This design comes from an exercise in tuning for small area and a short achievable clock period on the open sky130 flow, not from production work. The RTL was checked by simulation tests, not by an equivalence proof against the original design.

### design/flow/config.mk
export PLATFORM = sky130hd
export DESIGN_NAME = dma_bound_checker_wr
export DESIGN_NICKNAME = dma_bound_checker_wr
export VERILOG_FILES = /design/flow/design.v
export SDC_FILE = /design/flow/constraint.sdc
export NUM_CORES = 4
export LEC_CHECK = 0
export CAP_MARGIN = 20
export CORE_MARGIN = 2
export CORE_UTILIZATION = 40
export PLACE_DENSITY = 0.6
export SLEW_MARGIN = 20
### design/flow/constraint.sdc
create_clock -name core_clock -period 12.0 [get_ports {clock}]
set_input_delay 2.4000 -clock core_clock [delete_from_list [all_inputs] [get_ports {clock}]]
set_output_delay 2.4000 -clock core_clock [all_outputs]
set_load 0.01 [all_outputs]
### design/flow/design.v
module dma_bound_checker_wr #(
  parameter int NUM_ENTRIES = 8,
  parameter int ADDR_W      = 64,
  parameter int DATA_W      = 128,
  parameter int ID_W        = 5,
  parameter int CNT_W       = 16,
  parameter int IDX_W       = (NUM_ENTRIES > 1) ? $clog2(NUM_ENTRIES) : 1
) (
  input  logic                clock,
  input  logic                reset,
  input  logic                s_axi_aw_valid,
  output logic                s_axi_aw_ready,
  input  logic [ID_W-1:0]     s_axi_aw_bits_id,
  input  logic [ADDR_W-1:0]   s_axi_aw_bits_addr,
  input  logic [7:0]          s_axi_aw_bits_len,
  input  logic [2:0]          s_axi_aw_bits_size,
  input  logic [1:0]          s_axi_aw_bits_burst,
  input  logic                s_axi_w_valid,
  output logic                s_axi_w_ready,
  input  logic [DATA_W-1:0]   s_axi_w_bits_data,
  input  logic [DATA_W/8-1:0] s_axi_w_bits_strb,
  input  logic                s_axi_w_bits_last,
  output logic                s_axi_b_valid,
  input  logic                s_axi_b_ready,
  output logic [ID_W-1:0]     s_axi_b_bits_id,
  output logic [1:0]          s_axi_b_bits_resp,
  output logic                m_axi_aw_valid,
  input  logic                m_axi_aw_ready,
  output logic [ID_W-1:0]     m_axi_aw_bits_id,
  output logic [ADDR_W-1:0]   m_axi_aw_bits_addr,
  output logic [7:0]          m_axi_aw_bits_len,
  output logic [2:0]          m_axi_aw_bits_size,
  output logic [1:0]          m_axi_aw_bits_burst,
  output logic                m_axi_w_valid,
  input  logic                m_axi_w_ready,
  output logic [DATA_W-1:0]   m_axi_w_bits_data,
  output logic [DATA_W/8-1:0] m_axi_w_bits_strb,
  output logic                m_axi_w_bits_last,
  input  logic                m_axi_b_valid,
  output logic                m_axi_b_ready,
  input  logic [ID_W-1:0]     m_axi_b_bits_id,
  input  logic [1:0]          m_axi_b_bits_resp,
  input  logic                cfg_enable,
  input  logic                cfg_we,
  input  logic [IDX_W-1:0]    cfg_idx,
  input  logic [ADDR_W-1:0]   cfg_base,
  input  logic [ADDR_W-1:0]   cfg_bound,
  input  logic                cfg_entry_valid,
  input  logic                err_clr,
  output logic                err_valid,
  output logic [ADDR_W-1:0]   err_addr,
  output logic [ID_W-1:0]     err_id,
  output logic [CNT_W-1:0]    deny_count
);
  localparam int AW1 = ADDR_W + 1;
  typedef enum logic [2:0] {
    IDLE   = 3'd0,
    CHECK  = 3'd1,
    FWD_AW = 3'd2,
    FWD_W  = 3'd3,
    FWD_B  = 3'd4,
    DENY_W = 3'd5,
    DENY_B = 3'd6
  } state_e;
  state_e              state_q, state_d;
  logic [ID_W-1:0]     id_q;
  logic [ADDR_W-1:0]   addr_q;
  logic [7:0]          len_q;
  logic [2:0]          size_q;
  logic [1:0]          burst_q;
  logic [ADDR_W-1:0]   base_q  [NUM_ENTRIES];
  logic [ADDR_W-1:0]   bound_q [NUM_ENTRIES];
  logic [NUM_ENTRIES-1:0] valid_q;
  logic                err_valid_q;
  logic [ADDR_W-1:0]   err_addr_q;
  logic [ID_W-1:0]     err_id_q;
  logic [CNT_W-1:0]    deny_q;
  logic [AW1-1:0]      nbytes_s, end_s;
  logic                hit_s, pass_s, miss_s, aw_hs_s;
  always_comb begin
    nbytes_s = (AW1'(len_q) + AW1'(1'b1)) << size_q;
    end_s    = {1'b0, addr_q} + nbytes_s - AW1'(1'b1);
    hit_s    = 1'b0;
    for (int i = 0; i < NUM_ENTRIES; i++) begin
      hit_s = hit_s | (valid_q[i] && (base_q[i] <= addr_q) &&
                       (end_s[ADDR_W-1:0] <= bound_q[i]));
    end
    pass_s = !cfg_enable || (!end_s[ADDR_W] && hit_s);
    miss_s = (state_q == CHECK) && !pass_s;
  end
  always_comb begin
    state_d           = state_q;
    s_axi_aw_ready    = 1'b0;
    s_axi_w_ready     = 1'b0;
    s_axi_b_valid     = 1'b0;
    s_axi_b_bits_id   = {ID_W{1'b0}};
    s_axi_b_bits_resp = 2'b00;
    m_axi_aw_valid    = 1'b0;
    m_axi_w_valid     = 1'b0;
    m_axi_b_ready     = 1'b0;
    case (state_q)
      IDLE: begin
        s_axi_aw_ready = reset;
        if (s_axi_aw_valid && reset) state_d = CHECK;
        else                         state_d = IDLE;
      end
      CHECK: begin
        if (pass_s) state_d = FWD_AW;
        else        state_d = DENY_W;
      end
      FWD_AW: begin
        m_axi_aw_valid = 1'b1;
        if (m_axi_aw_ready) state_d = FWD_W;
        else                state_d = FWD_AW;
      end
      FWD_W: begin
        m_axi_w_valid = s_axi_w_valid;
        s_axi_w_ready = m_axi_w_ready;
        if (s_axi_w_valid && m_axi_w_ready && s_axi_w_bits_last) state_d = FWD_B;
        else                                                     state_d = FWD_W;
      end
      FWD_B: begin
        s_axi_b_valid     = m_axi_b_valid;
        s_axi_b_bits_id   = m_axi_b_bits_id;
        s_axi_b_bits_resp = m_axi_b_bits_resp;
        m_axi_b_ready     = s_axi_b_ready;
        if (m_axi_b_valid && s_axi_b_ready) state_d = IDLE;
        else                                state_d = FWD_B;
      end
      DENY_W: begin
        s_axi_w_ready = 1'b1;
        if (s_axi_w_valid && s_axi_w_bits_last) state_d = DENY_B;
        else                                    state_d = DENY_W;
      end
      DENY_B: begin
        s_axi_b_valid     = 1'b1;
        s_axi_b_bits_id   = id_q;
        s_axi_b_bits_resp = 2'b10;
        if (s_axi_b_ready) state_d = IDLE;
        else               state_d = DENY_B;
      end
      default: state_d = IDLE;
    endcase
  end
  assign aw_hs_s = (state_q == IDLE) && s_axi_aw_valid && reset;
  always_ff @(posedge clock or negedge reset) begin
    if (!reset) begin
      state_q <= IDLE;
      id_q    <= {ID_W{1'b0}};
      addr_q  <= {ADDR_W{1'b0}};
      len_q   <= 8'd0;
      size_q  <= 3'd0;
      burst_q <= 2'd0;
    end else begin
      state_q <= state_d;
      if (aw_hs_s) begin
        id_q    <= s_axi_aw_bits_id;
        addr_q  <= s_axi_aw_bits_addr;
        len_q   <= s_axi_aw_bits_len;
        size_q  <= s_axi_aw_bits_size;
        burst_q <= s_axi_aw_bits_burst;
      end else begin
        id_q    <= id_q;
      end
    end
  end
  always_ff @(posedge clock or negedge reset) begin
    if (!reset) begin
      valid_q <= {NUM_ENTRIES{1'b0}};
      for (int i = 0; i < NUM_ENTRIES; i++) begin
        base_q[i]  <= {ADDR_W{1'b0}};
        bound_q[i] <= {ADDR_W{1'b0}};
      end
    end else if (cfg_we) begin
      valid_q[cfg_idx] <= cfg_entry_valid;
      base_q[cfg_idx]  <= cfg_base;
      bound_q[cfg_idx] <= cfg_bound;
    end else begin
      valid_q <= valid_q;
    end
  end
  always_ff @(posedge clock or negedge reset) begin
    if (!reset) begin
      err_valid_q <= 1'b0;
      err_addr_q  <= {ADDR_W{1'b0}};
      err_id_q    <= {ID_W{1'b0}};
      deny_q      <= {CNT_W{1'b0}};
    end else begin
      if (miss_s && (deny_q != {CNT_W{1'b1}})) deny_q <= deny_q + CNT_W'(1'b1);
      else                                     deny_q <= deny_q;
      if (miss_s && (!err_valid_q || err_clr)) begin
        err_valid_q <= 1'b1;
        err_addr_q  <= addr_q;
        err_id_q    <= id_q;
      end else if (err_clr) begin
        err_valid_q <= 1'b0;
      end else begin
        err_valid_q <= err_valid_q;
      end
    end
  end
  assign m_axi_aw_bits_id    = id_q;
  assign m_axi_aw_bits_addr  = addr_q;
  assign m_axi_aw_bits_len   = len_q;
  assign m_axi_aw_bits_size  = size_q;
  assign m_axi_aw_bits_burst = burst_q;
  assign m_axi_w_bits_data   = s_axi_w_bits_data;
  assign m_axi_w_bits_strb   = s_axi_w_bits_strb;
  assign m_axi_w_bits_last   = s_axi_w_bits_last;
  assign err_valid           = err_valid_q;
  assign err_addr            = err_addr_q;
  assign err_id              = err_id_q;
  assign deny_count          = deny_q;
endmodule
### design/flow/run.sh
#!/bin/bash
# synth_recipe.tcl (not shown) runs the flow's synth.tcl, then flattens the netlist and writes it again
# the make line also repeats each setting of config.mk as NAME=value (left out here)
make -C /OpenROAD-flow-scripts/flow DESIGN_CONFIG=/design/flow/config.mk WORK_HOME=/design/flow/orfs CLKGATE_MAP_FILE= SYNTH_SCRIPT=/design/flow/synth_recipe.tcl finish
==> results of run 1 <==
-- per-stage QoR --
stage               hold WS, ns  util [%]  worst slack [ns]  cell area (um2)
CTS                      0.4922     46.32            0.7486            85710
global placement         0.4733     43.61            0.9053            80700
floorplan                0.4608         -             3.651            74300
finish                   0.4902     46.34            0.8700            85740
detailed placement       0.4829     43.62            0.8046            80720
global route             0.5083     46.34           0.08591            85740
-- cells by family (layout without fill, tap and decap cells) --
family / after synthesis / count (layout) / synth area share (%)
xor gates and xnor gates: 75 / 75 / 0.8842
other: 0 / 9 / 0
DFF: 1203 / 1203 / 40.52
and+or+nand+nor: 1012 / 1012 / 6.977
muxes: 1193 / 1193 / 18.11
AOI/OAI and AO/OA: 1085 / 1085 / 9.209
buffers and inverters: 949 / 1400 / 5.559
adders and majority gates: 1112 / 1112 / 18.74
-- registers in the layout, summed over array words and instances, names as in the netlist, 3 cells and up --
register    cells
base_q        512
err_id_q        5
valid_q         8
len_q           8
addr_q         64
bound_q       512
state_q         3
deny_q         16
size_q          3
err_addr_q     64
id_q            5
-- routing by layer --
layer,GRT usage [%],vias up
li1,-,24610
met1,31.10,27080
met2,42.75,1054
met3,4.010,437
met4,11.14,12
met5,0.1512,-
-- worst max-delay path: cells and delay by family (launching register included) --
kind            cells  cell delay [ns]
compound gates     12             3.63
xor+xnor            1             0.85
fa+ha+maj           3             0.88
buf+inv             3             0.66
flops               1             0.72
mux                 3             0.84
simple gates       12             3.21
-- repair_timing --
item	in CTS	in global routing
setup endpoints to repair	0	64
hold buffers	0	0
resized for setup	0	2
-- worst min-delay path by stage --
stage | end | cells after the start
6_report | deny_q[13] | 1
5_1_grt | bound_q[1][17] | 1
4_1_cts | deny_q[13] | 1
3_5_place_dp | deny_q[7] | 1
3_3_place_gp | deny_q[12] | 1
2_1_floorplan | valid_q[1] | 2
-- final cells by class --
type,instances,area [um2]
Fill cell,17150,99290
Multi-Input combinational cell,4477,40270
Sequential cell,1203,30100
Timing Repair Buffer,496,4823
Clock buffer,202,4218
Tap cell,2480,3103
Inverter,648,2432
Clock inverter,54,768.2
Antenna cell,9,22.52
-- layout by cell type (no fill, tap or decap), types with 15 or more instances in the layout --
cell,netlist,final
inv_1,648,648
nor3_1,40,40
nor2b_1,42,42
clkdlybuf4s50_1,0,413
dfrtp_1,1203,1203
and3_1,26,26
ha_1,1111,1111
a221oi_1,28,28
a221o_1,23,23
o21ai_0,173,173
and4_1,30,30
o21bai_1,25,25
nand2b_1,23,23
nand3_1,130,127
a211oi_1,45,45
nor4_1,38,37
clkinv_2,0,23
mux2_2,1172,1172
bufinv_16,0,15
a31oi_1,16,16
a21oi_1,421,421
xor2_1,34,32
buf_4,145,77
nor2_1,163,162
nand4_1,195,195
o211ai_1,29,29
a21o_1,214,214
clkbuf_1,137,24
xnor2_1,41,28
clkbuf_16,0,149
clkbuf_8,0,29
nand2_1,263,257
==> flow_metrics.tcl, run 1 <==
set metrics [dict create \
    synthFlopType "dfrtp_1" \
    clockBufferDepth 3 \
    critPathKind "reg2reg" \
    setup_tns_ns 0 \
    antenna_found_initial 17 \
    io_buffers 414 \
    post_drt_wl_per_cell_um 25.06 \
    dr_wl_met3_um 10100 \
    path_clk_slew_ns 0.06 \
    synth_cells 6629 \
    post_cts_buffers 0 \
    rows 158 \
    ys_seq_area_share_pct 40.52 \
    place_congestion 0.9194 \
    core_um2 185000 \
    grt_pass1_wl_um 356400 \
    status "finished clean" \
    setup_viol 0 \
    ios 703 \
    die_x_um 435.0 \
    clockRootBuffer "clkbuf_16" \
    ys_ff_latch 1203 \
    dp_cells 9304 \
    yosysWarnings 3 \
    timing.critical_path.mode_cell "ha_1" \
    rsz0062_at_grt "false" \
    netlist_top_cells_count "1203 x dfrtp_1, 1172 x mux2_2, 1111 x ha_1, 648 x inv_1, 421 x a21oi_1" \
    crit_slowest_cell "xnor2_1" \
    floorplan.initialDensity_pct 40.15 \
    drtIter0Drc 3051 \
    min-delay-start "deny_q[13]" \
    cts_inserted_buffers 144 \
    synth_area_leaders "dfrtp_1 41%, ha_1 19%, mux2_2 18%" \
    endpoint "err_addr_q[50]" \
    synth_nets 8118 \
    synth_edf_count 0 \
    final_hold_viol_count 0 \
    reg2reg_from "size_q[0]" \
    nNetsFinal 8459 \
    dp_hpwl_um 181300 \
    wl_met2_um 117600 \
    slew_headroom_pct 16.46 \
    routed.top_layer "met5" \
    clock_skew_ns 0.04611 \
    drive_gt1_share_pct 21.68 \
    end_kind "flop" \
    ant_nets 0 \
    area_growth_pct 15.41 \
    die_h_um 435.0 \
    cts_tree "built" \
    min_period_over_period_pct 92.75 \
    clock.fmax_ghz 0.08985 \
    crit_path_start "size_q[0]" \
    grt_max_degree 148 \
    clock_latency_ns 0.81 \
    routed_wl_um 239800 \
    synthDistinctLibCells 76 \
    arrival_ns 11.81 \
    grt_pass1_vias 54320 \
    hp-class "reg2reg" \
    r2r_cells 34 \
    drv_slew 0 \
    overflow 0 \
    drt-pass1-iter-count 6 \
    yosysMostFrequentCell "dfrtp_1" \
    grt.total_usage_pct 25.04 \
    maxCapViolations 0 \
    synth_area_per_cell_um2 11.21 \
    routed_via_density 5.559 \
    async_flop_share_pct 100.0 \
    cts_max_level 4 \
    r2r_end "err_addr_q[50]" \
    drc 0 \
    yosys.area.top_type_share_pct 40.52 \
    tightest_slew_ns 1.240 \
    crit_path_start_kind "flop" \
    cp.required_ns 12.68 \
    die_area_um2 189200 \
    wl_met1_um 101500 \
    cpPeakStageDelay_ns 0.85 \
    min_period_ns 11.13 \
    route.vias.total 53200 \
    yosys.area.top_type "dfrtp_1" \
    clock-sinks 1203 \
    fin_cells 9569 \
    cp_max_fo 64 \
    syn_area_um2 74300 \
    r2r_slack_ns 0.87 \
]
==> run 2: changes to the inputs <==
--- a/design/flow/design.v
+++ b/design/flow/design.v
@@ -167,16 +167,14 @@
   always_ff @(posedge clock or negedge reset) begin
     if (!reset) begin
       valid_q <= {NUM_ENTRIES{1'b0}};
-      for (int i = 0; i < NUM_ENTRIES; i++) begin
-        base_q[i]  <= {ADDR_W{1'b0}};
-        bound_q[i] <= {ADDR_W{1'b0}};
-      end
     end else if (cfg_we) begin
       valid_q[cfg_idx] <= cfg_entry_valid;
+    end
+  end
+  always_ff @(posedge clock) begin
+    if (cfg_we) begin
       base_q[cfg_idx]  <= cfg_base;
       bound_q[cfg_idx] <= cfg_bound;
-    end else begin
-      valid_q <= valid_q;
     end
   end
   always_ff @(posedge clock or negedge reset) begin
==> flow_metrics.tcl, run 2 <==
set metrics [dict create \
    grt_pass1_wl_um 309300 \
    muxShareOfSynthArea_pct 2.833 \
    area_growth_pct 16.21 \
    min_period_over_period_pct 93.50 \
    layout_commonest_cell "ha_1" \
    drive_gt1_share_pct 7.814 \
    tightest_slew_ns 1.261 \
    yosys.area_share.simple_pct 8.106 \
    yosysWarnings 1 \
    top_regs "base_q x512, bound_q x512" \
    cts_inserted_buffers 139 \
    route.vias.total 45510 \
    path_clk_slew_ns 0.06 \
    ant_nets 0 \
    yosys.area.top_type_share_pct 45.72 \
    async_flop_share_pct 14.88 \
    end_kind "flop" \
    antenna_found_initial 28 \
    synth_edf_count 1024 \
    synth_top_family_by_area "adder cells" \
    synth_area_per_cell_um2 12.25 \
    drtIter0Drc 3342 \
    maxCapViolations 0 \
    crit_path_start_kind "flop" \
    syn_area_um2 67250 \
    ys_ff_latch 1203 \
    place_area_um2 73620 \
    drt-pass1-iter-count 5 \
    clock-sinks 1203 \
    timing.critical_path.mode_cell "ha_1" \
    cp_max_fo 39 \
    hp-class "reg2reg" \
    grt_max_degree 91 \
    final_hold_viol_count 0 \
    nNetsFinal 7431 \
    die_h_um 414.0 \
    final_area_um2 78150 \
    synth_nets 6976 \
    cp.required_ns 12.66 \
    clock.fmax_ghz 0.08913 \
    yosys.area.top_type "edfxtp_1" \
    ys_seq_area_share_pct 52.38 \
    drc 0 \
    synth_fa_ha_area_share_pct 20.64 \
    overflow 0 \
    cts_max_level 4 \
    synth_area_leaders "edfxtp_1 46%, ha_1 21%, dfrtp_1 6.7%" \
    critPathKind "reg2reg" \
    netlist_top_cells_count "1108 x ha_1, 1024 x edfxtp_1, 653 x inv_1, 453 x a21oi_1, 299 x nand2_1" \
    status "finished clean" \
    dp_hpwl_um 164200 \
    floorplan.initialDensity_pct 40.26 \
    min_period_ns 11.22 \
    place_congestion 0.9249 \
    core_um2 167000 \
    arrival_ns 11.88 \
    io_buffers 414 \
    synth_cells 5490 \
    synthFlopType "edfxtp_1" \
    post_cts_buffers 0 \
    routed_wl_um 215300 \
    yosysMostFrequentCell "ha_1" \
    crit_slowest_cell "dfrtp_1" \
    final_cell_mix "1108 x ha_1, 1024 x edfxtp_1, 653 x inv_1, 453 x a21oi_1, 413 x clkdlybuf4s50_1" \
    setup_viol 0 \
    post_drt_wl_per_cell_um 26.03 \
    drv_slew 0 \
    die_area_um2 171400 \
    clock_latency_ns 0.80 \
    rows 150 \
    setup_tns_ns 0 \
    synthDistinctLibCells 79 \
    clock_skew_ns 0.04084 \
    ios 703 \
    rsz0062_at_grt "false" \
    synth_xor_area_share_pct 0.9897 \
    synth_compound_area_share_pct 9.468 \
    clockRootBuffer "clkbuf_16" \
    routed_via_density 5.501 \
    cpPeakStageDelay_ns 0.78 \
    slew_headroom_pct 15.42 \
    die_x_um 414.0 \
    cts_tree "built" \
    grt.total_usage_pct 24.72 \
    clockBufferDepth 3 \
    grt_pass1_vias 44610 \
]
==> run 2: layout make-up <==
cell class / count / area, um2
Fill cell: 15010 / 88880
Sequential cell: 1203 / 35230
Multi-Input combinational cell: 3446 / 28380
Timing Repair Buffer: 502 / 4822
Clock buffer: 189 / 3817
Tap cell: 2204 / 2758
Inverter: 653 / 2451
Clock inverter: 60 / 661.9
Antenna cell: 15 / 37.54
==> run 2: worst paths after layout <==
| kind | startpoint | endpoint | slack [ns] | cells past startpoint |
|---|---|---|---|---|
| min reg2reg | deny_q[11] | deny_q[11] | 0.49 | 1 |
| min | deny_q[11] | deny_q[11] | 0.49 | 1 |
| max | size_q[0] | err_addr_q[47] | 0.78 | 36 |
| max reg2reg | size_q[0] | err_addr_q[47] | 0.78 | 36 |
| max in group asynchronous | reset | addr_q[20] | 9.06 | 2 |
| min in group asynchronous | reset | addr_q[3] | 1.63 | 1 |
==> run 2: logic make-up (layout without fill, tap and decap cells) <==
family / after synthesis / count (layout)
AO/OA/AOI/OAI: 1040 / 1040
flip-flops: 1203 / 1203
AND/OR/NAND/NOR: 1054 / 1054
buffers and inverters: 841 / 1404
other: 0 / 15
multiplexers: 167 / 167
adder cells (fa/ha/maj): 1109 / 1109
XOR/XNOR: 76 / 76
==> run 2: critical path: cells and delay by family, from the launching register on <==
kind | cells | cell delay (ns)
simple gates | 12 | 3.95
buf+inv | 4 | 0.84
compound gates | 15 | 3.95
mux | 1 | 0.37
xor+xnor | 1 | 0.14
flops | 1 | 0.78
fa+ha+maj | 3 | 0.96
==> run 2: timing repair <==
action,4_1_cts,5_1_grt
endpoints found under the setup margin,0,39
hold buffers,0,0
resized for setup,0,2
==> run 2: routing by layer <==
layer | routed length, um | global-route usage (%)
met3 | 12600 | 4.448
met1 | 85440 | 29.81
met5 | 25 | 0
met4 | 13260 | 13.82
met2 | 104000 | 41.74
==> run 2: metrics by stage <==
step	setup WS (ns)	util, %	hold WS [ns]	instances
3_3_place_gp	1.125	44.07	0.4867	8008
6_report	0.7806	46.79	0.4949	8272
2_1_floorplan	3.257	-	0.4867	5490
5_1_grt	0.1546	46.78	0.5163	8264
3_5_place_dp	0.6928	44.08	0.4892	8008
4_1_cts	0.6599	46.76	0.5003	8257

## static timing again, ports no longer ideal
The flow's constraints put no driver on any port. The routed layouts listed below were extracted and timed again, unchanged, in two steps. Step 1: set_driving_cell puts a clkbuf_16 on clock and a buf_2 on each other input, an assumption about the parent block. Step 2 also shifts input and output timing later by t, the mid clock arrival at the registers, as if the neighbouring blocks saw the same clock. Slacks: no drivers / after step 1 / after step 2; pairs: no drivers / after step 1.
run	shift t [ns]	slack for setup (ns)	slew at the worst register clock pin (ns)
run 1	0.875	0.870 / 0.870 / 0.870	0.07 / 0.07
run 2	0.867	0.781 / 0.781 / 0.781	0.06 / 0.06
After both steps every run listed still meets setup and hold.
